Background: an optimization exercise with open tools, aiming at small area, a short achievable clock period and few clock cycles per item. Do not read the settings as production practice. In this exercise RTL edits were held to simulation tests only and were not proved equivalent to the original.

// quad_disc_root
module quad_disc_root #(
   parameter int W_IN   = quad_pkg::W_IN_DEF,
   parameter int W_DISC = 2*W_IN + 2,
   parameter int W_ROOT = W_IN + 1
) (
   input  logic                     CLK,
   input  logic                     RST,
   input  logic                     START,
   input  logic signed [W_IN-1:0]   A,
   input  logic signed [W_IN-1:0]   B,
   input  logic signed [W_IN-1:0]   C,
   output logic                     BUSY,
   output logic                     DONE,
   output logic signed [W_DISC-1:0] DISC,
   output logic        [W_ROOT-1:0] SQRT,
   output logic                     EXACT,
   output logic        [1:0]        ST
);
Settings: LEC_CHECK=0, CAP_MARGIN=20, CORE_MARGIN=2, CORE_UTILIZATION=60, CTS_CLUSTER_DIAMETER=100, CTS_CLUSTER_SIZE=20, SLEW_MARGIN=20; clock period 13.5 ns.
standard.sh (not shown) runs the stock make flow with config.mk's settings and CLKGATE_MAP_FILE= SYNTH_SCRIPT=/design/flow/synth_recipe.tcl, a recipe that flattens the netlist after the stock synthesis.
==> flow/flow/run.sh <==
#!/bin/bash
# Layout: the standard flow (standard.sh: ORFS synthesis through finish)
# with two changes: the buffers that ORFS puts on every input and output port
# are sky130_fd_sc_hd__buf_2 instead of the delay cell buffer_ports picks by
# default, and the timing repair after clock-tree synthesis and global routing
# aims for a setup slack margin, so it sizes the critical paths.
set -o pipefail
export BUFFER_PORTS_ARGS="-buffer_cell sky130_fd_sc_hd__buf_2"
export SETUP_SLACK_MARGIN=9.8
bash standard.sh > standard.log 2>&1
Testbench counts at the start, summed over its fixed seeds: cycles 2,488, items 2,400.
Rerun with:
--- a/flow/flow/run.sh
+++ b/flow/flow/run.sh
@@ -8,3 +8,3 @@
 export BUFFER_PORTS_ARGS="-buffer_cell sky130_fd_sc_hd__buf_2"
-export SETUP_SLACK_MARGIN=9.8
+export SETUP_SLACK_MARGIN=9.7
 bash standard.sh > standard.log 2>&1
Settings changed: CTS_CLUSTER_SIZE 20 to 25.
Outcome:
- The changed run went through all stages and came out clean
- cell count shrinks by 0.66%
- sequential share of layout area increases by 0.31 points
Rerun with:
==> flow/run.sh (new file) <==
#!/bin/bash
# synth_recipe.tcl (not shown) runs the flow's synth.tcl, then flattens the netlist and writes it again
# the make line also repeats each setting of config.mk as NAME=value (left out here)
make -C /OpenROAD-flow-scripts/flow DESIGN_CONFIG=/design/flow/config.mk WORK_HOME=/design/flow/orfs CLKGATE_MAP_FILE= SYNTH_SCRIPT=/design/flow/synth_recipe.tcl finish
removed: flow/flow/run.sh
removed: flow/standard.sh
Design area grows by 0.33%.
Cell count barely changes.
Non-clock buffer count shrinks by 6.
Register-to-register slack gets worse by 0.29 ns.
Maximum frequency shrinks by 9.1%.
Worst setup slack gets worse by 0.38 ns.
Critical path depth does not change.
Synthesized area does not change.
First-iteration DRC count grows by 9.8%.
Via count stays flat.
Rerun with:
==> flow/flow/run.sh (new file) <==
#!/bin/bash
# Layout: the standard flow (standard.sh: ORFS synthesis through finish)
# with one change: the buffers that ORFS puts on every input and output port
# are sky130_fd_sc_hd__buf_2 instead of the delay cell buffer_ports picks by
# default, so the ports' own buffers do not slow the input and output paths.
set -o pipefail
export BUFFER_PORTS_ARGS="-buffer_cell sky130_fd_sc_hd__buf_2"
bash standard.sh > standard.log 2>&1
==> flow/standard.sh (new file) <==
#!/bin/bash
# synth_recipe.tcl (not shown) runs the flow's synth.tcl, then flattens the netlist and writes it again
# the make line also repeats each setting of config.mk as NAME=value (left out here)
make -C /OpenROAD-flow-scripts/flow DESIGN_CONFIG=/design/flow/config.mk WORK_HOME=/design/flow/orfs CLKGATE_MAP_FILE= SYNTH_SCRIPT=/design/flow/synth_recipe.tcl "${@:-finish}"
removed: flow/run.sh
=> The new run ran to the end with no violations. Hold slack degrades by 0.0071 ns. Cell area came out lower by 1.8%. Clock-buffer cell count came out lower by 5. Synthesized cell count does not change. Maximum frequency came out higher by 7.2%. Non-clock buffer count came out lower by 3.
Rerun with:
==> flow/flow/run.sh (replaced) <==
#!/bin/bash
# Layout: the standard flow (standard.sh: ORFS synthesis through finish)
# with two changes: the buffers that ORFS puts on every input and output port
# are sky130_fd_sc_hd__buf_2 instead of the delay cell buffer_ports picks by
# default, and the timing repair after clock-tree synthesis and global routing
# aims for a setup slack margin, so it sizes the critical paths.
set -o pipefail
export BUFFER_PORTS_ARGS="-buffer_cell sky130_fd_sc_hd__buf_2"
export SETUP_SLACK_MARGIN=9.8
bash standard.sh > standard.log 2>&1
Global-route usage is higher by 0.52 points.
Sequential share of layout area is lower by 0.40 points.
Routed wire length is higher by 1.3%.
Die area is unchanged.
Cell count is higher by 0.80%.
Synthesized cell count does not change.
Hold slack barely changes.
Clock-buffer cell count is higher by 6.

-- what the ideal ports hide --
The flow's constraints put no driver on any port. The routed layouts listed below were extracted and timed again, unchanged, in two steps.
Step 1 assumes that a clkbuf_16 drives the clock port and a buf_2 every other input.
Step 2 moves the port delays by t, midway between the first and last clock arrival at a register: inputs arrive t later, outputs are due t later. That takes back most of the time a late clock gives input paths.
Three values: ideal ports, drivers, drivers and shift; two values: the first two.
run | t (ns) | setup WS [ns] | worst hold slack (ns) | worst setup path after step 2 | pins driven straight from the clock port
the first run | 0.639 | 9.741 / 9.681 / 9.771 | 0.321 / 0.321 / 0.321 | input to register | 1
the second run | 0.679 | 9.688 / 9.628 / 9.801 | 0.316 / 0.316 / 0.316 | input to register | 1
the third run | 0.628 | 9.305 / 9.244 / 9.613 | 0.326 / 0.326 / 0.326 | register to register | 1
the fourth run | 0.678 | 9.586 / 9.577 / 9.586 | 0.319 / 0.319 / 0.319 | register to register | 1
the fifth run | 0.636 | 9.750 / 9.690 / 9.800 | 0.319 / 0.319 / 0.319 | input to register | 1
After both steps every run listed still meets setup and hold.
